Source: an optimization exercise on an open RTL-to-GDS flow (aim: small area and a short achievable clock period). Production flows keep margins and buffers that such runs may drop.
Function was checked by simulation only, so behaviour that the tests miss may differ from the original.
Power and IR drop assume default switching activity.

## flow/design.v (module list and top-level ports; edited modules follow where they fit)
// module mac_mul_cs: 657 lines
// module mac_acc_sat: 137 lines
// module mac_pipe_real: 125 lines
module mac_pipe_real
#(
  parameter int N_CH       = 4,
  parameter int PIPE_DEPTH = 2,
  parameter int a_width    = 16,
  parameter int a_exponent = -8,
  parameter int b_width    = 16,
  parameter int b_exponent = -8,
  parameter int c_width    = 24,
  parameter int c_exponent = -12
) (
  input  logic                      clk,
  input  logic                      rst,
  input  logic                      cke,
  input  logic                      mode,
  input  logic                      clr,
  input  logic                      in_valid,
  input  logic [N_CH*a_width-1:0]   a,
  input  logic [N_CH*b_width-1:0]   b,
  output logic                      out_valid,
  output logic [N_CH*c_width-1:0]   c,
  output logic [N_CH-1:0]           sat
);
  // ...
==> flow/flow/run.sh <==
#!/bin/bash
set -e
export SETUP_SLACK_MARGIN=5.5
export BUFFER_PORTS_ARGS="-buffer_cell sky130_fd_sc_hd__buf_4"
R=orfs/results/sky130hd/mac_pipe_real/base
bash standard.sh synth > synth.log 2>&1
python3 flow/polarity.py $R/1_2_yosys.v > polarity.log 2>&1
rm -f $R/1_synth.odb $R/1_synth.sdc
bash standard.sh finish > standard.log 2>&1
==> flow/flow/polarity.py <==
#!/usr/bin/env python3
"""Remove inverters around full-adder cells in a mapped sky130 netlist.

A full adder is self-dual: FA(~a, ~b, ~c) = (~sum, ~cout). Synthesis often leaves
inverters between full adders (and between flip-flops, full adders and half adders);
this script chooses, for every full adder, whether it computes the true or the
complemented function so as to need as few inverters as possible, then rebuilds the
inverters: at most one per signal, only where a consumer needs the other polarity.
Only combinational inverter cells and full adders are touched; flip-flops are not.
Usage: polarity.py NETLIST.v   (rewrites the file in place, prints a summary)
"""
import re
import sys

path = sys.argv[1]
txt = open(path).read()

mstart = txt.index('module ')
hdr_end = txt.index(';', mstart) + 1
body_end = txt.rindex('endmodule')
header = txt[:hdr_end]
body = txt[hdr_end:body_end]
tail = txt[body_end:]

# split body into statements
stmts = []
for m in re.finditer(r'[^;]*;', body, re.S):
    stmts.append(m.group(0))

cell_re = re.compile(r'^\s*(sky130_fd_sc_hd__\w+)\s+(\S+)\s*\((.*)\)\s*;\s*$', re.S)
pin_re = re.compile(r'\.(\w+)\s*\(\s*([^()]*?)\s*\)')

OUTPINS = {'X', 'Y', 'Q', 'Q_N', 'SUM', 'COUT', 'HI', 'LO'}
cells = []   # dict(type,name,pins(list of (pin,net)), idx)
others = []  # (idx, text)
special_nets = set()   # nets appearing in assigns or ports
for i, s in enumerate(stmts):
    m = cell_re.match(s)
    if m:
        pins = pin_re.findall(m.group(3))
        cells.append({'type': m.group(1), 'name': m.group(2), 'pins': [(p, n.strip()) for p, n in pins], 'idx': i})
    else:
        others.append((i, s))
        st = s.strip()
        if st.startswith('assign'):
            for n in re.findall(r'[\\\w\[\]\.$]+', st[len('assign'):]):
                special_nets.add(n)
        if re.match(r'^\s*(input|output|inout)\b', s):
            decl = re.sub(r'^\s*(input|output|inout)\s*(\[[^\]]*\])?', '', s).strip().rstrip(';')
            for n in decl.split(','):
                special_nets.add(n.strip())

def base_name(n):
    return re.sub(r'\[\d+\]$', '', n)

def is_special(n):
    return n in special_nets or base_name(n) in special_nets

def is_inv(c):
    return re.match(r'sky130_fd_sc_hd__(inv|clkinv)_\d+$', c['type']) is not None

def is_fa(c):
    return re.match(r'sky130_fd_sc_hd__fa_\d+$', c['type']) is not None

# drivers
driver = {}
for c in cells:
    for p, n in c['pins']:
        if p in OUTPINS:
            driver[n] = c

# managed inverters: plain inverter whose output net is not special
inv_out = {}
for c in cells:
    if is_inv(c):
        d = dict(c['pins'])
        if not is_special(d['Y']):
            c['managed'] = True
            inv_out[d['Y']] = d['A']

def drive(t):
    return int(re.search(r'_(\d+)$', t).group(1))

def resolve(n):
    """net -> (base net, parity) through managed inverters"""
    par = 0
    seen = 0
    while n in inv_out and seen < 100:
        n = inv_out[n]
        par ^= 1
        seen += 1
    return n, par

# strongest inverter cell that inverted each base net, reused when rebuilding
inv_type = {}
for c in cells:
    if c.get('managed'):
        b, _ = resolve(dict(c['pins'])['A'])
        t = c['type']
        if b not in inv_type or drive(t) > drive(inv_type[b]):
            inv_type[b] = t

fas = [c for c in cells if is_fa(c)]
fa_of_out = {}
for k, c in enumerate(fas):
    c['k'] = k
    for p, n in c['pins']:
        if p in ('SUM', 'COUT'):
            fa_of_out[n] = k

# consumers per base net: list of (cell, pin, parity, fa index or None)
cons = {}
for c in cells:
    if c.get('managed'):
        continue
    for p, n in c['pins']:
        if p in OUTPINS:
            continue
        if n.startswith("1'b") or n == '':
            continue
        b, par = resolve(n)
        cons.setdefault(b, []).append((c, p, par, c['k'] if is_fa(c) else None))
# special nets driven by managed inverter? excluded by construction. Special nets read
# through assigns: treat as fixed consumers of polarity 0 of their own net.
for n in list(special_nets):
    pass

flip = [0] * len(fas)

def group_cost(b):
    src = flip[fa_of_out[b]] if b in fa_of_out else 0
    need = set()
    for c, p, par, k in cons.get(b, []):
        q = par ^ (flip[k] if k is not None else 0)
        need.add(q)
    # special nets that are base nets themselves need their true value on the net
    if is_special(b):
        need.add(0)
    return 1 if (need - {src}) else 0

def fa_groups(k):
    c = fas[k]
    gs = set()
    for p, n in c['pins']:
        if p in ('SUM', 'COUT'):
            gs.add(n)
        else:
            if n.startswith("1'b"):
                continue
            gs.add(resolve(n)[0])
    return gs

groups_of = [fa_groups(k) for k in range(len(fas))]
before = sum(group_cost(b) for b in cons)
n_inv_before = sum(1 for c in cells if c.get('managed'))
changed = True
it = 0
while changed and it < 50:
    changed = False
    it += 1
    for k in range(len(fas)):
        gs = groups_of[k]
        c0 = sum(group_cost(b) for b in gs)
        flip[k] ^= 1
        c1 = sum(group_cost(b) for b in gs)
        if c1 < c0:
            changed = True
        else:
            flip[k] ^= 1
after = sum(group_cost(b) for b in cons)

# rebuild
new_inv = {}
inv_fanout = {}
new_stmts = []
cnt = 0
def inv_net(b):
    global cnt
    if b not in new_inv:
        cnt += 1
        nn = f"polinv_n{cnt}"
        new_inv[b] = (nn, f"polinv_i{cnt}")
    return new_inv[b][0]

for b, lst in cons.items():
    src = flip[fa_of_out[b]] if b in fa_of_out else 0
    for c, p, par, k in lst:
        q = par ^ (flip[k] if k is not None else 0)
        net = b if q == src else inv_net(b)
        if net != b:
            inv_fanout[b] = inv_fanout.get(b, 0) + 1
        c.setdefault('newpins', {})[p] = net
    if is_special(b) and src != 0:
        raise SystemExit(f"special net {b} would be complemented")

def esc(n):
    return n + " " if n.startswith("\\") else n

out_body = []
for i, s in enumerate(stmts):
    out_body.append(None)
for i, s in others:
    out_body[i] = s
for c in cells:
    if c.get('managed'):
        out_body[c['idx']] = ''
        continue
    np = c.get('newpins', {})
    pins = ",\n".join(f"    .{p}({esc(np.get(p, n))})" for p, n in c['pins'])
    out_body[c['idx']] = f"\n  {c['type']} {c['name']} (\n{pins}\n  );"
extra = []
for b, (nn, iname) in new_inv.items():
    extra.append(f"\n  wire {nn};")
for b, (nn, iname) in new_inv.items():
    t = inv_type.get(b, "sky130_fd_sc_hd__inv_1")
    fo = inv_fanout.get(b, 1)
    want = 1 if fo <= 4 else (2 if fo <= 10 else 4)
    if drive(t) < want:
        t = f"sky130_fd_sc_hd__inv_{want}"
    extra.append(f"\n  {t} {iname} (\n    .A({esc(b)}),\n    .Y({nn})\n  );")
# wire declarations go first: insert extra wires right after header, cells at the end
res = header + "".join(extra[:len(new_inv)]) + "".join(x for x in out_body if x) + "".join(extra[len(new_inv):]) + "\n" + tail
open(path, 'w').write(res)
print(f"full adders {len(fas)}, flipped {sum(flip)}; inverters {n_inv_before} -> {len(new_inv)} (model {before} -> {after})")
==> flow/standard.sh <==
#!/bin/bash
# synth_recipe.tcl (not shown) runs the flow's synth.tcl, then flattens the netlist and writes it again
# the make line also repeats each setting of config.mk as NAME=value (left out here)
make -C /OpenROAD-flow-scripts/flow DESIGN_CONFIG=/design/flow/config.mk WORK_HOME=/design/flow/orfs CLKGATE_MAP_FILE= SYNTH_SCRIPT=/design/flow/synth_recipe.tcl "${@:-finish}"
==> flow/config.mk <==
export PLATFORM = sky130hd
export DESIGN_NAME = mac_pipe_real
export DESIGN_NICKNAME = mac_pipe_real
export VERILOG_FILES = /design/flow/design.v
export SDC_FILE = /design/flow/constraint.sdc
export NUM_CORES = 4
export LEC_CHECK = 0
export ABC_AREA = 1
export CAP_MARGIN = 20
export CORE_MARGIN = 2
export CORE_UTILIZATION = 40
export SLEW_MARGIN = 20
export TNS_END_PERCENT = 5
==> flow/constraint.sdc <==
create_clock -name core_clock -period 10.0 [get_ports {clk}]
set_input_delay 2.0000 -clock core_clock [delete_from_list [all_inputs] [get_ports {clk}]]
set_output_delay 2.0000 -clock core_clock [all_outputs]
set_load 0.01 [all_outputs]
==> results.toml, run 1 <==
[cells_and_area]
clock_buffers = 59
seq_share = 0.269
drive_gt1_frac = 0.207
multi_input_area_share = 0.552
clockNetworkAreaShare = 0.0361
post_layout_nonfiller_instances = 5694
multi_input_cells = 2888

[floorplanning]
die_w_um = 326
initial_utilization = 0.402

[power_and_ir_drop]
p_clk_mw = 1.96
ir_worst_vdd_uv = 145

[grt]
grt_pass1_vias = 30900
busiest_layer = "met2"
antenna_found_initial = 0

[placement]
dpl.hpwl_um = 79200
dpl_cell_area_sq_um = 45100
dp.cells = 5482
gp_congestion = 0.890

[drt]
routedWlPerCell_um = 19.2
routed.top_layer = "met4"
drc = 0

[setup_path]
reg2reg_setup_slack_ps = 5780
crit_chain = "buf_6, inv_6, nand2_2, o21ai_4, buf_4, o22ai_2, xor2_1, fa_2, fa_2, fa_1, inv_1, fa_1"
arrival_ps = 4910

[min_path]
min_to = "out_valid$_SDFFE_PP0P_"
holdPathStages = 2

[sta]
period_share = 0.455
final_max_slew_viol_count = 0
skew_ps = 35.7

[run_status]
status = "timing/DRC/antenna clean"

[logic_synthesis]
syn_area_per_cell_sq_um = 10.1
==> inputs of run 2 (changes only) <==
==> flow/flow/run.sh (replaced) <==
#!/bin/bash
set -e
export SETUP_SLACK_MARGIN=5.5
export BUFFER_PORTS_ARGS="-buffer_cell sky130_fd_sc_hd__buf_2"
R=orfs/results/sky130hd/mac_pipe_real/base
bash standard.sh synth > synth.log 2>&1
python3 flow/polarity.py $R/1_2_yosys.v > polarity.log 2>&1
rm -f $R/1_synth.odb $R/1_synth.sdc
bash standard.sh finish > standard.log 2>&1
--- a/flow/flow/polarity.py
+++ b/flow/flow/polarity.py
@@ -101,6 +101,20 @@
             inv_type[b] = t
 
 fas = [c for c in cells if is_fa(c)]
+# XOR and XNOR cells can trade places for free, so the signal they drive may take
+# either polarity: the choice is made per signal, after the full adders are set.
+XSWAP = {}
+for c in cells:
+    m = re.match(r'sky130_fd_sc_hd__(xor2|xnor2)_(\d+)$', c['type'])
+    if m:
+        other = 'xnor2' if m.group(1) == 'xor2' else 'xor2'
+        XSWAP[c['name']] = f"sky130_fd_sc_hd__{other}_{m.group(2)}"
+free_src = {}
+for c in cells:
+    if c['name'] in XSWAP:
+        for p, n in c['pins']:
+            if p in OUTPINS and not is_special(n):
+                free_src[n] = c
 fa_of_out = {}
 for k, c in enumerate(fas):
     c['k'] = k
@@ -127,8 +141,7 @@
 
 flip = [0] * len(fas)
 
-def group_cost(b):
-    src = flip[fa_of_out[b]] if b in fa_of_out else 0
+def group_need(b):
     need = set()
     for c, p, par, k in cons.get(b, []):
         q = par ^ (flip[k] if k is not None else 0)
@@ -136,7 +149,18 @@
     # special nets that are base nets themselves need their true value on the net
     if is_special(b):
         need.add(0)
-    return 1 if (need - {src}) else 0
+    return need
+
+def group_src(b):
+    if b in fa_of_out:
+        return flip[fa_of_out[b]]
+    if b in free_src:
+        need = group_need(b)
+        return 1 if need == {1} else 0
+    return 0
+
+def group_cost(b):
+    return 1 if (group_need(b) - {group_src(b)}) else 0
 
 def fa_groups(k):
     c = fas[k]
@@ -182,8 +206,15 @@
         new_inv[b] = (nn, f"polinv_i{cnt}")
     return new_inv[b][0]
 
+swapped = 0
 for b, lst in cons.items():
-    src = flip[fa_of_out[b]] if b in fa_of_out else 0
+    src = group_src(b)
+    if b in free_src and src == 1:
+        xc = free_src[b]
+        xc['type'] = XSWAP[xc['name']]
+        # xor2 drives X, xnor2 drives Y
+        xc['pins'] = [({'X': 'Y', 'Y': 'X'}.get(p, p), n) for p, n in xc['pins']]
+        swapped += 1
     for c, p, par, k in lst:
         q = par ^ (flip[k] if k is not None else 0)
         net = b if q == src else inv_net(b)
@@ -221,4 +252,4 @@
 # wire declarations go first: insert extra wires right after header, cells at the end
 res = header + "".join(extra[:len(new_inv)]) + "".join(x for x in out_body if x) + "".join(extra[len(new_inv):]) + "\n" + tail
 open(path, 'w').write(res)
-print(f"full adders {len(fas)}, flipped {sum(flip)}; inverters {n_inv_before} -> {len(new_inv)} (model {before} -> {after})")
+print(f"xor/xnor swapped {swapped}; full adders {len(fas)}, flipped {sum(flip)}; inverters {n_inv_before} -> {len(new_inv)} (model {before} -> {after})")
--- a/flow/config.mk
+++ b/flow/config.mk
@@ -10,4 +10,4 @@
 export CORE_MARGIN = 2
 export CORE_UTILIZATION = 40
 export SLEW_MARGIN = 20
-export TNS_END_PERCENT = 5
+export TNS_END_PERCENT = 20
==> run 2 against run 1 <==
Against the previous run: flip-flop and latch count unchanged; setup slack got worse by 3.8 ps; register-to-register slack got worse by 60 ps; largest power group unchanged; clock skew decreased by 18 ps; global-route usage increased by 0.086 points; final cell count decreased by 2.8%; hold slack got worse by 12 ps; total power decreased by 0.74%; sequential share of layout area increased by 0.45 points; wire length decreased by 2.2%; critical path depth decreased by 2.
==> results.toml, run 2 <==
[drt]
dr.first_iter.drc_count = 2517
drc = 0
vias_per_cell = 5.32
routed_wl_um = 107000
routedWlPerCell_um = 19.3
num_vias = 29400
first_pass_iters = 5
drt.antenna.violating_nets = 0

[logic_synthesis]
synth_nets = 4758
syn_area_per_cell_sq_um = 10.4
syn_inst = 3940
synth.yosys.warnings = 12
synth_area_sq_um = 40900

[setup_path]
worst-setup-path-type = "in -> reg"
cp_num_buf_inv = 2
crit_chain = "buf_4, nor2_2, inv_1, nand2_4, o22ai_1, xnor2_1, fa_1, fa_2, fa_1, fa_2"
arrival_ps = 4920
slowest_delay_ps = 520
cp-start-kind = "primary input"
reg2reg_setup_slack_ps = 5720
path_max_fanout = 16
endpoint_kind = "flop"
crit_family = "adder cells"
cp.required_ps = 10370
critPathSlowestCell = "fa_1"

[power_and_ir_drop]
ir_worst_vdd_uv = 176
powerDensity_nw_per_um2 = 298
power_leakage_nw = 20.0

[sta]
finalSetupViolations = 0
period_needed_ps = 4560
grt_setup_unrepaired = "true"
final_max_slew_viol_count = 0
skew_ps = 17.5
tns_ps = 0
fmax_mhz = 220
period_share = 0.456
timing_hold_violations_final = 0
maxSlewHeadroom = 0.404
whs_ps = 467
worst_pin_slew_ps = 894

[run_status]
status = "timing/DRC/antenna clean"

[clock_network]
clk_latency_ps = 640
clock_tree.root_cell = "clkbuf_16"
clockBufferDepth = 3
numCtsBuffers = 54
tritoncts = "built"
cts_max_level = 2
cts.sinks = 437
clk_pin_slew_worst_paths_ps = 60

[floorplanning]
num_io_pins = 235
coreArea_sq_um = 102000
dieArea_sq_um = 105000
die_h_um = 324
num_rows = 117
initial_utilization = 0.402
die_w_um = 324

[min_path]
hold_class = "reg -> reg"

[grt]
grt_max_degree = 72
antenna_found_initial = 1
grt_overflow = 0
grt_pass1_vias = 29900
grt_pass1_wl_um = 170000
grtUsageTotal = 0.206

[cells_and_area]
largestRegisters = "s1_cs0 (108), s1_cs1 (108)"
area_growth_pct = 16.6
nNetsFinal = 4945
drive_gt1_frac = 0.219
antenna_cells = 0
layout_commonest_cell = "nand2_1"
nFillCells = 9514
layout_common_cells = "nand2_1, o22ai_1, edfxtp_1"

[placement]
dpl.hpwl_um = 78400
gp_congestion = 0.899
port_buffers = 234

[flow_run]
drv_cap = 0
==> run 2: metal layers <==
metal / GRT usage / up-vias / share of wire
li1: - / 13800 / -
met1: 0.289 / 14500 / 0.45
met2: 0.334 / 957 / 0.46
met3: 0.0310 / 163 / 0.062
met4: 0.0524 / 2 / 0.024
met5: 0 / - / 0.00012
==> run 2: per-stage QoR <==
step | std cells | setup WS [ps] | utilization | cell area, sq um | power (mW)
after floorplan | 3940 | 5100 | - | 42700 | 9.94
after global placement | 5326 | 4170 | 0.433 | 44000 | 12.0
after detailed placement | 5326 | 4160 | 0.433 | 44000 | 12.2
after CTS | 5506 | 5360 | 0.461 | 46900 | 14.4
after global routing | 5537 | 5410 | 0.469 | 47700 | 15.7
final | 5537 | 5440 | 0.469 | 47700 | 14.2
==> run 2: cell type report <==
| cell class | instances | area (sq um) | share of cell area |
|---|---|---|---|
| Clock buffer | 61 | 1400 | 0.0293 |
| Clock inverter | 37 | 487 | 0.0102 |
| Inverter | 394 | 1680 | 0.0353 |
| Multi-Input combinational cell | 2887 | 26900 | 0.564 |
| Sequential cell | 437 | 13000 | 0.274 |
| Tap cell | 1368 | 1710 | 0.0359 |
| Timing Repair Buffer | 347 | 2440 | 0.0512 |
| Timing Repair inverter | 6 | 35.0 | 0.000735 |
==> run 2: report_power, final <==
part,total [mW],internal (mW),switching (mW)
clock network,2.09,1.29,0.800
logic,8.15,3.31,4.84
registers,3.99,3.68,0.311
total,14.2,8.27,5.95
==> run 2: worst paths after layout <==
path	from	endpoint	cells past startpoint
worst max register to register	s1_clr$_SDFFE_PP0P_	acc_hit[3]$_DFFE_PP_	24
worst min register to register	out_valid$_SDFFE_PP0P_	out_valid$_SDFFE_PP0P_	2
worst min-delay path	out_valid$_SDFFE_PP0P_	out_valid$_SDFFE_PP0P_	2
worst max-delay path	b[27]	s1_cs1[1][15]$_DFFE_PP_	10
==> run 2: timing repair <==
| action | CTS | global route |
|---|---|---|
| setup buffers | 79 | 26 |
| setup endpoints to repair | 214 | 205 |
| resized for setup | 67 | 138 |
| pin swaps | 27 | 37 |
| cloned | 3 | 5 |
| hold buffers | 0 | 0 |
==> run 2: worst min-delay path, stage by stage, from the launching register on <==
cell	delay, ps
dfxtp_1	310
nand2_1	60
a21oi_1	50
==> inputs of run 3 (changes only) <==
--- a/flow/config.mk
+++ b/flow/config.mk
@@ -9,5 +9,6 @@
 export CAP_MARGIN = 20
 export CORE_MARGIN = 2
 export CORE_UTILIZATION = 40
+export PLACE_DENSITY = 0.75
 export SLEW_MARGIN = 20
 export TNS_END_PERCENT = 20
==> run 3 against run 2 <==
Against the previous run: combinational power is 0.9% higher; hold slack better by 15 ps; sequential power hardly changed; largest power group unchanged; core utilization is 0.059 points lower; largest cell class unchanged; setup slack better by 27 ps; register-to-register slack better by 60 ps; synthesized cell count stayed put; sequential share of layout area hardly changed; final cell count is 0.27% higher; critical path depth is 1 higher; still clean; count of clock-buffer cells in the layout is 2 lower.
==> results.toml, run 3 <==
[drt]
num_vias = 30400
routedWlPerCell_um = 19.7
drc = 0
routed_wl_um = 109000
drt.antenna.violating_nets = 0
first_pass_iters = 6
dr.first_iter.drc_count = 2479
vias_per_cell = 5.47

[sta]
tns_ps = 0
finalSetupViolations = 0
maxSlewHeadroom = 0.379
final_max_slew_viol_count = 0
period_share = 0.453
grt_setup_unrepaired = "true"
period_needed_ps = 4530
fmax_mhz = 221
timing_hold_violations_final = 0
skew_ps = 37.6
worst_pin_slew_ps = 931

[floorplanning]
initial_utilization = 0.402
die_w_um = 324
die_h_um = 324
dieArea_sq_um = 105000
num_io_pins = 235
num_rows = 117
coreArea_sq_um = 102000

[setup_path]
cp_num_buf_inv = 3
cp-start-kind = "primary input"
crit_family = "adder cells"
critPathSlowestCell = "fa_1"
endpoint_kind = "flop"
arrival_ps = 4910
path_max_fanout = 12
crit_chain = "buf_6, inv_4, nand2_1, o21ai_4, buf_4, o22ai_1, xnor2_1, fa_1, fa_2, fa_1, fa_2"
cp.required_ps = 10380
worst-setup-path-type = "in -> reg"
slowest_delay_ps = 510

[clock_network]
numCtsBuffers = 53
clk_latency_ps = 650
clockBufferDepth = 3
clk_pin_slew_worst_paths_ps = 60
tritoncts = "built"
cts_max_level = 2
cts.sinks = 437
clock_tree.root_cell = "clkbuf_16"
cts_hold_buf = 0

[logic_synthesis]
syn_inst = 3940
synth_area_sq_um = 40900
synth_nets = 4758
syn_area_per_cell_sq_um = 10.4
synth.yosys.warnings = 12

[cells_and_area]
largestRegisters = "s1_cs0 (108), s1_cs1 (108)"
nNetsFinal = 4956
layout_common_cells = "nand2_1, o22ai_1, edfxtp_1"
nFillCells = 9228
area_growth_pct = 16.4
layout_commonest_cell = "nand2_1"
drive_gt1_frac = 0.222

[grt]
grt_pass1_vias = 31100
grt_pass1_wl_um = 171000
grtUsageTotal = 0.207
grt_max_degree = 144
antenna_found_initial = 8
grt_overflow = 0

[min_path]
hold_class = "reg -> reg"

[flow_run]
drv_cap = 0

[placement]
gp_congestion = 0.919
port_buffers = 234
dpl.hpwl_um = 80000

[power_and_ir_drop]
ir_worst_vdd_uv = 133
power_mw = 14.2
powerDensity_nw_per_um2 = 298
power_leakage_nw = 20.0

[run_status]
status = "timing/DRC/antenna clean"
## run 3: layout make-up
| class | count | area, sq um | area share |
|---|---|---|---|
| Antenna cell | 2 | 5.00 | 0.000105 |
| Clock buffer | 59 | 1350 | 0.0283 |
| Clock inverter | 40 | 422 | 0.00886 |
| Inverter | 394 | 1660 | 0.0349 |
| Multi-Input combinational cell | 2888 | 26900 | 0.565 |
| Sequential cell | 437 | 13000 | 0.274 |
| Tap cell | 1368 | 1710 | 0.0360 |
| Timing Repair Buffer | 359 | 2510 | 0.0527 |
| Timing Repair inverter | 5 | 32.5 | 0.000683 |
## run 3: path summary, 6_finish.rpt
check	startpoint	endpoint	slack [ps]	depth (start not counted)
max	b[27]	s1_cs1[1][12]$_DFFE_PP_	5470	11
min	out_valid$_SDFFE_PP0P_	out_valid$_SDFFE_PP0P_	480	2
max reg2reg	s1_clr$_SDFFE_PP0P_	acc_hit[3]$_DFFE_PP_	5780	25
min reg2reg	out_valid$_SDFFE_PP0P_	out_valid$_SDFFE_PP0P_	480	2
## run 3: timing repair
action / in CTS / in global routing
pin swaps: 29 / 55
setup buffers: 86 / 32
gates cloned: 3 / 5
resized for setup: 76 / 134
endpoints found under the setup margin: 194 / 141
## run 3: layer usage
layer,wire [um],track usage,vias to the layer above
li1,-,-,13800
met5,68,0,-
met1,44400,0.272,15000
met4,3320,0.0681,12
met3,8900,0.0386,248
met2,52500,0.346,1287
## run 3: worst min-delay path, stage by stage (launching register included)
cell and delay, ps:
dfxtp_1 320, nand2_1 60, a21oi_1 60
## run 3: report_power, final
group	internal (mW)	leakage [nW]	switching, mW
Combinational	3.33	15.0	4.89
Sequential	3.68	4.17	0.314
Clock	1.14	0.851	0.835
## run 3: metrics by stage
step / cells / util / worst slack [ps] / cell area, sq um / hold WS (ps)
2_1_floorplan: 3940 / - / 5100 / 42700 / 448
3_3_place_gp: 5325 / 0.433 / 4100 / 44000 / 458
3_5_place_dp: 5325 / 0.433 / 4040 / 44000 / 467
4_1_cts: 5513 / 0.461 / 5400 / 46800 / 476
5_1_grt: 5550 / 0.469 / 5420 / 47600 / 510
6_report: 5552 / 0.469 / 5470 / 47600 / 481
==> inputs of run 4 (changes only) <==
--- a/flow/flow/polarity.py
+++ b/flow/flow/polarity.py
@@ -101,14 +101,31 @@
             inv_type[b] = t
 
 fas = [c for c in cells if is_fa(c)]
-# XOR and XNOR cells can trade places for free, so the signal they drive may take
-# either polarity: the choice is made per signal, after the full adders are set.
+# A cell with a complementary twin can trade places with it, so the signal it drives may
+# take the other polarity: it does when every reader wants the other polarity.
+# Cells with a complementary twin of the same inputs (the twin drives Y instead of X
+# or the other way round), and the drive strengths the library has of each.
+TWINS = [('xor2', 'xnor2', [1, 2, 4], [1, 2, 4]), ('nand2', 'and2', [1, 2, 4, 8], [1, 2, 4]),
+         ('nor2', 'or2', [1, 2, 4, 8], [1, 2, 4]), ('nand3', 'and3', [1, 2, 4], [1, 2, 4]),
+         ('nor3', 'or3', [1, 2, 4], [1, 2, 4]), ('o21ai', 'o21a', [0, 1, 2, 4], [1, 2, 4]),
+         ('a21oi', 'a21o', [1, 2, 4], [1, 2, 4]), ('o22ai', 'o22a', [1, 2, 4], [1, 2, 4]),
+         ('a22oi', 'a22o', [1, 2, 4], [1, 2, 4]), ('nand2b', 'and2b', [1, 2, 4], [1, 2, 4]),
+         ('nor2b', 'or2b', [1, 2, 4], [1, 2, 4]), ('o21bai', 'o21ba', [1, 2, 4], [1, 2, 4]),
+         ('a21boi', 'a21bo', [0, 1, 2, 4], [1, 2, 4]), ('a211oi', 'a211o', [1, 2, 4], [1, 2, 4]),
+         ('o211ai', 'o211a', [1, 2, 4], [1, 2, 4]), ('a31oi', 'a31o', [1, 2, 4], [1, 2, 4]),
+         ('o31ai', 'o31a', [1, 2, 4], [1, 2, 4])]
+TWIN = {}
+for x, y, sx, sy in TWINS:
+    TWIN[x] = (y, sy)
+    TWIN[y] = (x, sx)
 XSWAP = {}
 for c in cells:
-    m = re.match(r'sky130_fd_sc_hd__(xor2|xnor2)_(\d+)$', c['type'])
-    if m:
-        other = 'xnor2' if m.group(1) == 'xor2' else 'xor2'
-        XSWAP[c['name']] = f"sky130_fd_sc_hd__{other}_{m.group(2)}"
+    m = re.match(r'sky130_fd_sc_hd__(\w+?)_(\d+)$', c['type'])
+    if m and m.group(1) in TWIN:
+        other, strengths = TWIN[m.group(1)]
+        n = int(m.group(2))
+        up = [s for s in strengths if s >= n]
+        XSWAP[c['name']] = f"sky130_fd_sc_hd__{other}_{up[0] if up else strengths[-1]}"
 free_src = {}
 for c in cells:
     if c['name'] in XSWAP:
--- a/flow/config.mk
+++ b/flow/config.mk
@@ -9,6 +9,5 @@
 export CAP_MARGIN = 20
 export CORE_MARGIN = 2
 export CORE_UTILIZATION = 40
-export PLACE_DENSITY = 0.75
 export SLEW_MARGIN = 20
 export TNS_END_PERCENT = 20
==> run 4 against run 3 <==
Against the previous run: core utilization shrank 0.37 points; fmax shrank 0.65%; final area shrank 0.93%; first-iteration DRC count shrank 12%; global-route usage shrank 0.25 points; largest power group unchanged.
==> results.toml, run 4 <==
[run_status]
status = "timing/DRC/antenna clean"

[power_and_ir_drop]
power_mw = 14.2
ir_worst_vdd_uv = 159
power_frac_comb = 0.581
pwr-share-seq = 0.281
power_leakage_nw = 19.1
powerDensity_nw_per_um2 = 300
power.internal_mw = 8.17
p_switching_mw = 5.99
switching_share = 0.423
p_clk_frac = 0.138

[sta]
fmax_mhz = 219
worst_pin_slew_ps = 1010
maxSlewHeadroom = 0.324
tns_ps = 0
final_max_slew_viol_count = 0
finalSetupViolations = 0
timing_hold_violations_final = 0
period_share = 0.456
layout_setup_ws_ps = 5440
whs_ps = 485
grt_setup_unrepaired = "true"
period_needed_ps = 4560
skew_ps = 16.4

[logic_synthesis]
syn_inst = 3831
synth_nets = 4649
synth.yosys.warnings = 12
synth_area_sq_um = 40800
syn_area_per_cell_sq_um = 10.6

[setup_path]
slowest_delay_ps = 520
endpoint_kind = "flop"
setup.worst_path.start = "b[33]"
worst-setup-path-type = "in -> reg"
endpoint = "s1_cs1[2][9]$_DFFE_PP_"
cp.required_ps = 10360
path_max_fanout = 17
crit_top_cell = "fa_1"
reg2reg_setup_slack_ps = 5760
worstReg2RegStart = "s1_clr$_SDFFE_PP0P_"
r2r_end = "acc_raw[2][22]$_DFFE_PP_"
crit_family = "adder cells"
cp-start-kind = "primary input"
worst-path-stages = 10
critPathSlowestCell = "fa_1"
arrival_ps = 4920
crit_chain = "buf_6, nor2_4, inv_2, nand2_4, o22ai_1, xor2_1, fa_1, fa_1, fa_1, fa_1"
reg2reg_depth = 20
cp_num_buf_inv = 2

[cells_and_area]
drive_gt1_frac = 0.219
fin_area_sq_um = 47200
layout_commonest_cell = "nand2_1"
layout_common_cells = "nand2_1, o22ai_1, edfxtp_1"
final_core_util = 0.465
antenna_cells = 0
nNetsFinal = 4821
post_layout_nonfiller_instances = 5414
largestRegisters = "s1_cs0 (108), s1_cs1 (108)"
area_growth_pct = 15.7

[clock_network]
clk_pin_slew_worst_paths_ps = 50
clock_tree.root_cell = "clkbuf_16"
cts.sinks = 437
cts_max_level = 2
clk_latency_ps = 640
clockBufferDepth = 3
tritoncts = "built"
numCtsBuffers = 53

[drt]
drt.antenna.violating_nets = 0
num_vias = 29000
vias_per_cell = 5.36
drc = 0
routed_wl_um = 106000
dr.first_iter.drc_count = 2187
first_pass_iters = 6
routedWlPerCell_um = 19.5

[floorplanning]
num_io_pins = 235
die_h_um = 323
dieArea_sq_um = 104000
coreArea_sq_um = 101000
die_w_um = 323
initial_utilization = 0.402
num_rows = 117

[placement]
dp.cells = 5220
port_buffers = 234
dpl_cell_area_sq_um = 43900
dpl.hpwl_um = 77800
gp_congestion = 0.899
pre_cts_slack_ps = 4140

[grt]
grt_overflow = 0
grt_pass1_vias = 29500
grtUsageTotal = 0.205
antenna_found_initial = 0
grt_pass1_wl_um = 167000
grt_max_degree = 127

[flow_run]
drv_cap = 0

[min_path]
holdPathStages = 2
hold_class = "reg -> reg"
-- run 4: layout make-up --
| type | count | area [sq um] |
|---|---|---|
| timing repair buffer | 339 | 2370 |
| clock buffer | 67 | 1420 |
| multi-input combinational | 2886 | 27000 |
| tap | 1368 | 1710 |
| fill | 9463 | 54300 |
| sequential | 437 | 13000 |
| timing repair inverter | 1 | 7.51 |
| inverter | 285 | 1230 |
| clock inverter | 31 | 335 |
-- run 4: worst min-delay path by stage --
stage	startpoint	end	slack [ps]
after global placement	acc_vld$_SDFFE_PP0P_	acc_vld$_SDFFE_PP0P_	450
final	acc_vld$_SDFFE_PP0P_	acc_vld$_SDFFE_PP0P_	490
after CTS	s1_vld$_SDFFE_PP0P_	s1_vld$_SDFFE_PP0P_	480
after global routing	out_valid$_SDFFE_PP0P_	out_valid$_SDFFE_PP0P_	500
after detailed placement	acc_vld$_SDFFE_PP0P_	acc_vld$_SDFFE_PP0P_	470
after floorplan	acc_vld$_SDFFE_PP0P_	acc_vld$_SDFFE_PP0P_	450
-- run 4: repair_timing --
action | 4_1_cts | 5_1_grt
hold buffers | 0 | 0
resized for setup | 74 | 95
buffers inserted | 77 | 17
endpoints found under the setup margin | 219 | 121
gates cloned | 1 | 1
endpoints found under the hold margin | 0 | 0
pin swaps | 31 | 28
-- run 4: metal layers --
metal,global-route usage,up-vias,wire (um)
met2,0.327,1013,48900
met5,0,-,0
met3,0.0329,166,6870
li1,-,13500,-
met1,0.289,14300,47300
met4,0.0566,0,2720
-- run 4: worst min-delay path: cells and delay by family, from the launching register on --
family | cells | cell delay [ps]
AOI/OAI and AO/OA | 2 | 130
DFF | 1 | 310
-- run 4: power groups by stage --
stage / clock, mW / sequential (mW) / combinational, mW
floorplan: 0 / 3.95 / 5.99
global placement: 0 / 4.02 / 7.99
detailed placement: 0 / 4.04 / 8.20
CTS: 2.02 / 4.00 / 8.30
global route: 2.08 / 4.07 / 9.47
finish: 1.95 / 3.98 / 8.22
==> inputs of run 5 (changes only) <==
--- a/flow/config.mk
+++ b/flow/config.mk
@@ -5,7 +5,7 @@
 export SDC_FILE = /design/flow/constraint.sdc
 export NUM_CORES = 4
 export LEC_CHECK = 0
-export ABC_AREA = 1
+export ABC_AREA = 0
 export CAP_MARGIN = 20
 export CORE_MARGIN = 2
 export CORE_UTILIZATION = 40
==> run 5 against run 4 <==
Against the previous run: still clean on timing, DRC and antenna; core utilization up 1.1 points; count of clock-buffer cells in the layout unchanged; synthesized area up 25%; critical path type unchanged; sequential power down 3%; hold slack worse by 13 ps; register-to-register slack worse by 230 ps; largest cell class unchanged.
==> results.toml, run 5 <==
[drt]
drc = 0
routed_wl_um = 166000
drt.antenna.violating_nets = 0
dr.first_iter.drc_count = 5358
routedWlPerCell_um = 22.2
num_vias = 45300
first_pass_iters = 8
vias_per_cell = 6.08

[floorplanning]
initial_utilization = 0.404
die_w_um = 361
coreArea_sq_um = 126000
num_io_pins = 235
num_rows = 130
dieArea_sq_um = 130000
die_h_um = 361

[min_path]
hold_class = "reg -> reg"
min_to = "sat[2]$_SDFFE_PP0P_"
hold_path.startpoint = "sat[2]$_SDFFE_PP0P_"
holdPathStages = 2

[clock_network]
clk_pin_slew_worst_paths_ps = 60
tritoncts = "built"
cts.sinks = 437
clk_latency_ps = 630
clockBufferDepth = 3
numCtsBuffers = 55
clock_tree.root_cell = "clkbuf_16"
cts_max_level = 2
cts_hold_buf = 0

[sta]
timing_hold_violations_final = 0
maxSlewHeadroom = 0.273
worst_pin_slew_ps = 1080
period_share = 0.467
grt_setup_unrepaired = "true"
finalSetupViolations = 0
tns_ps = 0
period_needed_ps = 4670
fmax_mhz = 214
skew_ps = 32.8
final_max_slew_viol_count = 0

[power_and_ir_drop]
power_mw = 13.9
ir_worst_vdd_uv = 147
power_leakage_nw = 22.8
powerDensity_nw_per_um2 = 232

[logic_synthesis]
synth_nets = 6587
synth.yosys.warnings = 12
syn_area_per_cell_sq_um = 8.82
syn_inst = 5769
synth_area_sq_um = 50900

[grt]
antenna_found_initial = 1
grt_max_degree = 79
grt_pass1_wl_um = 251000
grt_pass1_vias = 41900
grt_overflow = 0
grtUsageTotal = 0.243

[placement]
gp_congestion = 0.906
port_buffers = 234
dpl.hpwl_um = 107000
dpl_cell_area_sq_um = 52200

[setup_path]
reg2reg_setup_slack_ps = 5530
worst-setup-path-type = "in -> reg"
endpoint_kind = "flop"
path_max_fanout = 15
cp.required_ps = 10350
cp-start-kind = "primary input"
arrival_ps = 5020
worstReg2RegStart = "s1_clr$_SDFFE_PP0P_"
r2r_end = "sat[0]$_SDFFE_PP0P_"
reg2reg_depth = 19

[cells_and_area]
multi_input_area_sq_um = 35800
final_core_util = 0.476
layout_commonest_cell = "a21oi_1"
largestRegisters = "s1_cs0 (108), s1_cs1 (108)"
seq_area_sq_um = 13000
nFillCells = 11800
drive_gt1_frac = 0.170
fin_area_sq_um = 59900
area_growth_pct = 17.8
nNetsFinal = 6579
layout_common_cells = "a21oi_1, nor2_1, nand2_1"

[flow_run]
drv_cap = 0

[run_status]
status = "timing/DRC/antenna clean"
[run 5: critical path: stages]
cell	delay, ps
buf_4	220
clkinvlp_4	180
nor2_4	160
buf_4	130
nand2_1	50
a21oi_1	150
nor2_1	60
a221oi_1	530
fa_1	550
fa_1	500
fa_1	470
[run 5: repair_timing]
item	4_1_cts	5_1_grt
cloned	47	17
setup buffers	149	66
setup endpoints to repair	328	211
resized for setup	541	202
pin swaps	72	68
[run 5: metal layers]
layer	GRT usage	wire (um)	vias to the layer above
met2	0.386	76000	1966
met3	0.0311	12800	318
met5	0	0	-
met1	0.342	71100	22200
met4	0.0824	5860	0
li1	-	-	20800
[run 5: through the flow]
step,hold WS (ps),instances,worst slack [ps]
2_1_floorplan,457,5769,4590
3_3_place_gp,435,7075,3680
3_5_place_dp,444,7075,3660
4_1_cts,471,7368,5330
5_1_grt,498,7452,5310
6_report,472,7454,5330
[run 5: final cells by class]
class | instances | area share
clock inverter | 30 | 0.00614
tap | 1650 | 0.0344
timing repair inverter | 10 | 0.000919
multi-input combinational | 4458 | 0.597
antenna | 3 | 0.000125
inverter | 244 | 0.0185
clock buffer | 67 | 0.0246
timing repair buffer | 555 | 0.101
sequential | 437 | 0.218
[run 5: worst max-delay path by stage]
| stage | slack [ps] | endpoint | start |
|---|---|---|---|
| floorplan | 4590 | s1_cs1[0][11]$_DFFE_PP_ | b[5] |
| global placement | 3680 | s1_cs1[0][17]$_DFFE_PP_ | b[4] |
| detailed placement | 3660 | s1_cs1[0][10]$_DFFE_PP_ | b[4] |
| CTS | 5330 | s1_cs1[3][14]$_DFFE_PP_ | b[50] |
| global route | 5310 | s1_cs1[1][9]$_DFFE_PP_ | b[19] |
| finish | 5330 | s1_cs1[0][9]$_DFFE_PP_ | b[10] |
[run 5: report_power, final]
part,switching [mW],internal (mW)
Combinational,4.60,3.43
Clock,0.804,1.25
Sequential,0.353,3.50
Total,5.75,8.18
==> inputs of run 6 (changes only) <==
--- a/flow/flow/polarity.py
+++ b/flow/flow/polarity.py
@@ -5,8 +5,10 @@
 inverters between full adders (and between flip-flops, full adders and half adders);
 this script chooses, for every full adder, whether it computes the true or the
 complemented function so as to need as few inverters as possible, then rebuilds the
-inverters: at most one per signal, only where a consumer needs the other polarity.
-Only combinational inverter cells and full adders are touched; flip-flops are not.
+inverters: at most one per signal, only where a reader needs the other polarity.
+A gate with a complementary twin (xor2/xnor2, nand2/and2, o21ai/o21a, ...) is swapped
+for its twin when every reader of its output wants the other polarity.
+Flip-flops, ports and the nets they touch keep their function.
 Usage: polarity.py NETLIST.v   (rewrites the file in place, prints a summary)
 """
 import re
@@ -269,4 +271,4 @@
 # wire declarations go first: insert extra wires right after header, cells at the end
 res = header + "".join(extra[:len(new_inv)]) + "".join(x for x in out_body if x) + "".join(extra[len(new_inv):]) + "\n" + tail
 open(path, 'w').write(res)
-print(f"xor/xnor swapped {swapped}; full adders {len(fas)}, flipped {sum(flip)}; inverters {n_inv_before} -> {len(new_inv)} (model {before} -> {after})")
+print(f"twin gates swapped {swapped}; full adders {len(fas)}, flipped {sum(flip)}; inverters {n_inv_before} -> {len(new_inv)} (model {before} -> {after})")
--- a/flow/config.mk
+++ b/flow/config.mk
@@ -5,9 +5,10 @@
 export SDC_FILE = /design/flow/constraint.sdc
 export NUM_CORES = 4
 export LEC_CHECK = 0
-export ABC_AREA = 0
+export ABC_AREA = 1
 export CAP_MARGIN = 20
 export CORE_MARGIN = 2
 export CORE_UTILIZATION = 40
+export PLACE_DENSITY = 0.75
 export SLEW_MARGIN = 20
 export TNS_END_PERCENT = 20
==> run 6 against run 5 <==
Against the previous run: still clean; first-iteration DRC count shrank 57%; synthesized cell count shrank 34%; total power increased by 1.4%; synthesized area down 20%; wire length fell by 35%; clock skew shrank 16 ps; fmax increased by 2.5%; largest cell class unchanged; largest power group unchanged; highest routed layer is now met5.
==> results.toml, run 6 <==
[sta]
layout_setup_ws_ps = 5440
period_share = 0.456
fmax_mhz = 219
final_max_slew_viol_count = 0
maxSlewHeadroom = 0.403
worst_pin_slew_ps = 896
period_needed_ps = 4560
grt_setup_unrepaired = "true"
whs_ps = 474
skew_ps = 16.6
finalSetupViolations = 0
tns_ps = 0
timing_hold_violations_final = 0

[clock_network]
clk_latency_ps = 610
numCtsBuffers = 52
cts_max_level = 2
cts.sinks = 437
cts_hold_buf = 0
clock_tree.root_cell = "clkbuf_16"
clk_pin_slew_worst_paths_ps = 60
clockBufferDepth = 3
tritoncts = "built"

[setup_path]
crit_family = "adder cells"
cp.required_ps = 10350
reg2reg_depth = 21
slowest_delay_ps = 510
worst-setup-path-type = "in -> reg"
path_max_fanout = 13
crit_chain = "buf_6, inv_4, nand2_2, o21ai_4, buf_4, o22ai_2, xnor2_1, fa_1, fa_2, fa_1, fa_1"
arrival_ps = 4900
cp-start-kind = "primary input"
crit_top_cell = "fa_1"
cp_num_buf_inv = 3
endpoint_kind = "flop"
critPathSlowestCell = "fa_1"
worst-path-stages = 11

[power_and_ir_drop]
p_switching_mw = 5.94
pwr-share-seq = 0.282
power.internal_mw = 8.19
switching_share = 0.420
powerDensity_nw_per_um2 = 295
power_frac_comb = 0.582
ir_worst_vdd_uv = 188
p_clk_frac = 0.136
power_leakage_nw = 19.4

[logic_synthesis]
syn_inst = 3831
synth_nets = 4649
synth.yosys.warnings = 12
synth_area_sq_um = 40800
syn_area_per_cell_sq_um = 10.6

[grt]
grt_overflow = 0
grt_max_degree = 164
grt_pass1_wl_um = 169000
grt_pass1_vias = 30700
grtUsageTotal = 0.205
antenna_found_initial = 3

[run_status]
status = "timing/DRC/antenna clean"

[floorplanning]
num_io_pins = 235
num_rows = 117
coreArea_sq_um = 101000
die_w_um = 323
initial_utilization = 0.402
dieArea_sq_um = 104000
die_h_um = 323

[placement]
dpl.hpwl_um = 79700
dpl_cell_area_sq_um = 43900
port_buffers = 234
gp_congestion = 0.930
pre_cts_slack_ps = 4160

[cells_and_area]
seq_area_sq_um = 13000
area_growth_pct = 17.5
drive_gt1_frac = 0.234
layout_commonest_cell = "nand2_1"
layout_common_cells = "nand2_1, o22ai_1, edfxtp_1"
largestRegisters = "s1_cs0 (108), s1_cs1 (108)"
nNetsFinal = 4872
multi_input_area_sq_um = 27200
nFillCells = 9046
fin_area_sq_um = 47900

[drt]
drt.antenna.violating_nets = 0
routed_wl_um = 108000
routedWlPerCell_um = 19.7
first_pass_iters = 5
drc = 0
num_vias = 29900
vias_per_cell = 5.48
dr.first_iter.drc_count = 2307

[min_path]
holdPathStages = 2
hold_class = "reg -> reg"

[flow_run]
drv_cap = 0
[run 6: stage by stage]
| step | std cells | util | power [mW] |
|---|---|---|---|
| after global routing | 5462 | 0.472 | 15.5 |
| after CTS | 5406 | 0.461 | 14.2 |
| after floorplan | 3831 | - | 9.94 |
| final | 5463 | 0.472 | 14.1 |
| after global placement | 5219 | 0.433 | 11.8 |
| after detailed placement | 5219 | 0.433 | 12.2 |
[run 6: power by group through the flow]
stage | registers, mW | clock network (mW) | logic, mW
after floorplan | 3.95 | 0 | 5.99
after global placement | 4.01 | 0 | 7.74
after detailed placement | 4.04 | 0 | 8.11
after CTS | 4.01 | 1.97 | 8.22
after global routing | 4.08 | 2.03 | 9.35
final | 3.99 | 1.92 | 8.22
[run 6: worst paths after layout]
kind	startpoint	end	slack, ps
worst max-delay path	b[21]	s1_cs1[1][10]$_DFFE_PP_	5440
worst min-delay path	out_valid$_SDFFE_PP0P_	out_valid$_SDFFE_PP0P_	470
worst max register to register	s1_clr$_SDFFE_PP0P_	c_raw[0][22]$_DFFE_PP_	5720
worst min register to register	out_valid$_SDFFE_PP0P_	out_valid$_SDFFE_PP0P_	470
[run 6: what timing repair did]
item,CTS,global route
cloned,3,1
gates resized for setup,89,149
setup endpoints to repair,164,127
buffers inserted,90,55
pin swaps,36,63
[run 6: cell type report]
| cell class | instances | share of cell area |
|---|---|---|
| tap | 1368 | 0.0358 |
| inverter | 285 | 0.0266 |
| multi-input combinational | 2886 | 0.569 |
| clock inverter | 33 | 0.00766 |
| clock buffer | 61 | 0.0283 |
| timing repair buffer | 390 | 0.0603 |
| antenna | 1 | 0.0000523 |
| timing repair inverter | 2 | 0.000314 |
| sequential | 437 | 0.272 |
[run 6: routing by layer]
metal	track usage	share of wire	vias to the layer above
met5	0	0.00011	-
met3	0.0366	0.076	258
met4	0.0604	0.030	2
met2	0.347	0.48	1222
met1	0.269	0.41	14800
li1	-	-	13600
[run 6: tightest hold or removal path, delay by kind of cell, from the launching register on]
kind | cells | cell delay [ps]
AO/OA/AOI/OAI | 1 | 60
flip-flops | 1 | 310
AND/OR/NAND/NOR | 1 | 60
==> inputs of run 7 (changes only) <==
--- a/flow/config.mk
+++ b/flow/config.mk
@@ -9,6 +9,5 @@
 export CAP_MARGIN = 20
 export CORE_MARGIN = 2
 export CORE_UTILIZATION = 40
-export PLACE_DENSITY = 0.75
 export SLEW_MARGIN = 20
 export TNS_END_PERCENT = 20
==> run 7 against run 6 <==
Against the previous run: combinational power about the same; clock power hardly changed; core utilization shrank 0.69 points; fmax barely moved; largest power group unchanged; critical path depth is 1 lower; count of clock-buffer cells in the layout rose by 6; sequential share of layout area increased by 0.41 points.
==> results.toml, run 7 <==
[floorplanning]
initial_utilization = 0.402
num_rows = 117
coreArea_sq_um = 101000
die_h_um = 323
dieArea_sq_um = 104000
num_io_pins = 235
die_w_um = 323

[grt]
grtUsageTotal = 0.205
grt_max_degree = 127
grt_overflow = 0
grt_pass1_wl_um = 167000
grt_pass1_vias = 29500
antenna_found_initial = 0

[sta]
grt_setup_unrepaired = "true"
period_share = 0.456
final_max_slew_viol_count = 0
timing_hold_violations_final = 0
worst_pin_slew_ps = 1010
tns_ps = 0
fmax_mhz = 219
period_needed_ps = 4560
finalSetupViolations = 0
skew_ps = 16.4
maxSlewHeadroom = 0.324

[clock_network]
clockBufferDepth = 3
numCtsBuffers = 53
clk_pin_slew_worst_paths_ps = 50
tritoncts = "built"
cts.sinks = 437
cts_hold_buf = 0
cts_max_level = 2
clock_tree.root_cell = "clkbuf_16"
clk_latency_ps = 640

[setup_path]
worst-setup-path-type = "in -> reg"
reg2reg_setup_slack_ps = 5760
reg2reg_depth = 20
path_max_fanout = 17
cp-start-kind = "primary input"
endpoint_kind = "flop"
r2r_end = "acc_raw[2][22]$_DFFE_PP_"
worstReg2RegStart = "s1_clr$_SDFFE_PP0P_"
arrival_ps = 4920
cp.required_ps = 10360

[drt]
dr.first_iter.drc_count = 2187
met1_length_um = 47300
routed-wl-met2_um = 48900
drt.antenna.violating_nets = 0
first_pass_iters = 6
num_vias = 29000
routed.top_layer = "met4"
vias_per_cell = 5.36
routedWlPerCell_um = 19.5
routed_wl_um = 106000
drc = 0
route.met3.wl_um = 6870

[cells_and_area]
final_core_util = 0.465
area_growth_pct = 15.7
nFillCells = 9463
layout_common_cells = "nand2_1, o22ai_1, edfxtp_1"
largestRegisters = "s1_cs0 (108), s1_cs1 (108)"
nNetsFinal = 4821
layout_commonest_cell = "nand2_1"
antenna_cells = 0
post_layout_nonfiller_instances = 5414
drive_gt1_frac = 0.219

[power_and_ir_drop]
powerDensity_nw_per_um2 = 300
power_leakage_nw = 19.1
ir_worst_vdd_uv = 159
power_mw = 14.2

[run_status]
status = "timing/DRC/antenna clean"

[placement]
port_buffers = 234
gp_congestion = 0.899
dpl.hpwl_um = 77800
dp.cells = 5220

[logic_synthesis]
synth.yosys.warnings = 12
syn_area_per_cell_sq_um = 10.6
synth_area_sq_um = 40800
syn_inst = 3831
synth_nets = 4649

[min_path]
hold_path.startpoint = "acc_vld$_SDFFE_PP0P_"
hold_class = "reg -> reg"
min_to = "acc_vld$_SDFFE_PP0P_"
holdPathStages = 2

[flow_run]
drv_cap = 0
==> run 7: power by group <==
group / total (mW) / leakage, nW / internal, mW / switching [mW]
registers: 3.98 / 4.17 / 3.68 / 0.300
clock network: 1.95 / 0.854 / 1.16 / 0.793
logic: 8.22 / 14.1 / 3.33 / 4.90
total: 14.2 / 19.1 / 8.17 / 5.99
==> run 7: worst max-delay path by stage <==
stage                              end  cells past startpoint  start  slack [ps]
2_1_floorplan  s1_cs1[3][11]$_DFFE_PP_                     11  b[51]        5100
5_1_grt        s1_cs1[3][11]$_DFFE_PP_                      9  b[48]        5420
3_5_place_dp   s1_cs1[3][18]$_DFFE_PP_                     10  b[55]        4140
4_1_cts         s1_cs1[1][9]$_DFFE_PP_                     10  b[17]        5420
6_report        s1_cs1[2][9]$_DFFE_PP_                     10  b[33]        5440
3_3_place_gp   s1_cs1[3][18]$_DFFE_PP_                     10  b[55]        4140
==> run 7: repair_timing <==
| item | CTS | global route |
|---|---|---|
| gates cloned | 1 | 1 |
| resized for setup | 74 | 95 |
| pin swaps | 31 | 28 |
| setup buffers | 77 | 17 |
| endpoints found under the setup margin | 219 | 121 |
==> run 7: through the flow <==
| stage | hold WS [ps] | worst slack (ps) | instance area, sq um |
|---|---|---|---|
| CTS | 483 | 5420 | 46600 |
| finish | 485 | 5440 | 47200 |
| global placement | 455 | 4140 | 43900 |
| detailed placement | 471 | 4140 | 43900 |
| floorplan | 446 | 5100 | 42500 |
| global route | 498 | 5420 | 47200 |
==> run 7: cell type report <==
class | instances | area (sq um) | area share
Inverter | 285 | 1230 | 0.0262
Tap cell | 1368 | 1710 | 0.0363
Clock buffer | 67 | 1420 | 0.0301
Clock inverter | 31 | 335 | 0.00711
Sequential cell | 437 | 13000 | 0.277
Multi-Input combinational cell | 2886 | 27000 | 0.573
Timing Repair inverter | 1 | 7.51 | 0.000159
Timing Repair Buffer | 339 | 2370 | 0.0502
==> run 7: metal layers <==
metal | global-route usage | vias to the layer above
li1 | - | 13500
met1 | 0.289 | 14300
met2 | 0.327 | 1013
met3 | 0.0329 | 166
met4 | 0.0566 | 0
met5 | 0 | -
==> run 7: worst max-delay path: stages <==
cell and delay [ps]:
buf_6 210, nor2_4 70, inv_2 70, nand2_4 130
o22ai_1 220, xor2_1 220, fa_1 490, fa_1 490
fa_1 520, fa_1 490
==> inputs of run 8 (changes only) <==
--- a/flow/flow/run.sh
+++ b/flow/flow/run.sh
@@ -1,6 +1,6 @@
 #!/bin/bash
 set -e
-export SETUP_SLACK_MARGIN=5.5
+export SETUP_SLACK_MARGIN=5.6
 export BUFFER_PORTS_ARGS="-buffer_cell sky130_fd_sc_hd__buf_2"
 R=orfs/results/sky130hd/mac_pipe_real/base
 bash standard.sh synth > synth.log 2>&1
==> run 8 against run 7 <==
Against the previous run: still clean; hold slack lost 16 ps; final cell count is 1.1% higher; sequential power hardly changed; clock skew increased by 6.6 ps.
==> results.toml, run 8 <==
[run_status]
status = "timing/DRC/antenna clean"

[sta]
period_share = 0.449
tns_ps = 0
worst_pin_slew_ps = 1010
grt_setup_unrepaired = "true"
finalSetupViolations = 0
period_needed_ps = 4490
timing_hold_violations_final = 0
layout_setup_ws_ps = 5510
maxSlewHeadroom = 0.326
whs_ps = 470
skew_ps = 23.0
fmax_mhz = 223
final_max_slew_viol_count = 0

[setup_path]
cp_num_buf_inv = 3
path_max_fanout = 13
critPathSlowestCell = "fa_1"
cp.required_ps = 10360
slowest_delay_ps = 510
cp-start-kind = "primary input"
endpoint_kind = "flop"
worst-setup-path-type = "in -> reg"
crit_chain = "buf_8, inv_6, nand2_2, o21ai_4, buf_12, o22ai_2, xnor2_1, fa_1, fa_2, fa_1, fa_2"
reg2reg_setup_slack_ps = 5810
arrival_ps = 4850
crit_family = "adder cells"

[clock_network]
tritoncts = "built"
cts.sinks = 437
numCtsBuffers = 55
clk_pin_slew_worst_paths_ps = 50
cts_max_level = 2
clk_latency_ps = 640
clockBufferDepth = 3
clock_tree.root_cell = "clkbuf_16"

[power_and_ir_drop]
power_leakage_nw = 19.6
powerDensity_nw_per_um2 = 295
ir_worst_vdd_uv = 183
power_mw = 14.3

[logic_synthesis]
synth_nets = 4649
syn_area_per_cell_sq_um = 10.6
synth.yosys.warnings = 12
syn_inst = 3831
synth_area_sq_um = 40800

[floorplanning]
die_w_um = 323
initial_utilization = 0.402
die_h_um = 323
num_rows = 117
coreArea_sq_um = 101000
num_io_pins = 235
dieArea_sq_um = 104000

[cells_and_area]
final_core_util = 0.476
layout_commonest_cell = "nand2_1"
drive_gt1_frac = 0.244
layout_common_cells = "nand2_1, edfxtp_1, o22ai_1"
nFillCells = 9333
area_growth_pct = 18.4
nNetsFinal = 4886
largestRegisters = "s1_cs0 (108), s1_cs1 (108)"
antenna_cells = 0

[min_path]
hold_class = "reg -> reg"

[drt]
routedWlPerCell_um = 19.7
drt.antenna.violating_nets = 0
vias_per_cell = 5.37
drc = 0
dr.first_iter.drc_count = 2073
first_pass_iters = 7
routed_wl_um = 108000
num_vias = 29400

[grt]
grt_pass1_wl_um = 170000
grtUsageTotal = 0.207
grt_pass1_vias = 29700
grt_max_degree = 74
antenna_found_initial = 0
grt_overflow = 0

[placement]
dpl.hpwl_um = 78600
port_buffers = 234
gp_congestion = 0.891
pre_cts_slack_ps = 4100

[flow_run]
drv_cap = 0
[run 8: area by class of cell]
cell class / instances / area, sq um / area share
flip-flops and latches: 437 / 13000 / 0.270
multi-input cells: 2887 / 27400 / 0.567
well taps: 1368 / 1710 / 0.0355
repair buffers: 399 / 2990 / 0.0620
inverters: 285 / 1310 / 0.0271
clock inverters: 34 / 378 / 0.00783
repair inverters: 3 / 22.5 / 0.000467
clock buffers: 63 / 1430 / 0.0296
[run 8: tightest hold or removal path, stage by stage (launching register included)]
cell     delay, ps
dfxtp_1        300
o21ai_0         60
a21oi_1         60
[run 8: final timing paths]
| path | cells after the start | end | from |
|---|---|---|---|
| worst min register to register | 2 | acc_vld$_SDFFE_PP0P_ | acc_vld$_SDFFE_PP0P_ |
| worst max register to register | 23 | c_hit[0]$_DFFE_PP_ | s1_clr$_SDFFE_PP0P_ |
| worst max-delay path | 11 | s1_cs1[1][11]$_DFFE_PP_ | b[21] |
| worst min-delay path | 2 | acc_vld$_SDFFE_PP0P_ | acc_vld$_SDFFE_PP0P_ |
[run 8: report_power, final]
part	internal [mW]	switching, mW	total (mW)
Clock	1.20	0.799	2.00
Combinational	3.37	4.91	8.27
Sequential	3.68	0.301	3.98
[run 8: repair_timing]
| item | 4_1_cts | 5_1_grt |
|---|---|---|
| setup buffers | 89 | 63 |
| hold buffers | 0 | 0 |
| setup endpoints to repair | 202 | 164 |
| resized for setup | 147 | 165 |
| pin swaps | 51 | 84 |
| cloned | 4 | 2 |
[run 8: stage by stage]
stage | area, sq um | std cells
5_1_grt | 48300 | 5476
2_1_floorplan | 42500 | 3831
6_report | 48300 | 5476
3_5_place_dp | 43900 | 5221
4_1_cts | 47100 | 5411
3_3_place_gp | 43900 | 5221
[run 8: metal layers]
metal / routed length, um / track usage
met5: 0 / 0
met4: 3040 / 0.0565
met3: 6420 / 0.0283
met2: 50300 / 0.336
met1: 48200 / 0.291

==> static timing again, ports no longer ideal <==
The results above use ideal ports. As a check the final layouts listed here were re-extracted and re-timed, cells and wires unchanged.
Step 1: set_driving_cell puts a clkbuf_16 on clk and a buf_2 on each other input, an assumption about the parent block.
Step 2 adds t to the input delays and takes it off the output delays; t is the mean of the earliest and latest rising clock arrival at the registers after step 1. Input paths then give back, and output paths get back, about the clock's delay inside the block.
a / b / c = no drivers / after step 1 / after step 2; a / b = the first two.
run	t, ns	slack for setup (ns)	clock arrival spread, ns	slew at the worst register clock pin (ns)	cell pins on the clock port's net
run 1	0.690	5.449 / 5.463 / 4.773	0.040 / 0.040	0.08 / 0.08	1
run 2	0.698	5.445 / 5.484 / 4.786	0.018 / 0.018	0.06 / 0.06	1
run 3	0.696	5.472 / 5.463 / 4.767	0.045 / 0.046	0.07 / 0.07	1
run 4	0.690	5.442 / 5.447 / 4.757	0.018 / 0.018	0.07 / 0.07	1
run 5	0.681	5.328 / 5.340 / 4.658	0.039 / 0.039	0.07 / 0.07	1
run 6	0.671	5.443 / 5.452 / 4.782	0.017 / 0.017	0.06 / 0.06	1
run 7	0.690	5.442 / 5.447 / 4.757	0.018 / 0.018	0.07 / 0.07	1
run 8	0.700	5.515 / 5.546 / 4.846	0.023 / 0.024	0.06 / 0.06	1
After both steps setup and hold are still met in every run listed. The setup slack of run 3, which loses most, moves by -0.009 ns with the drivers and by -0.705 ns with both steps.
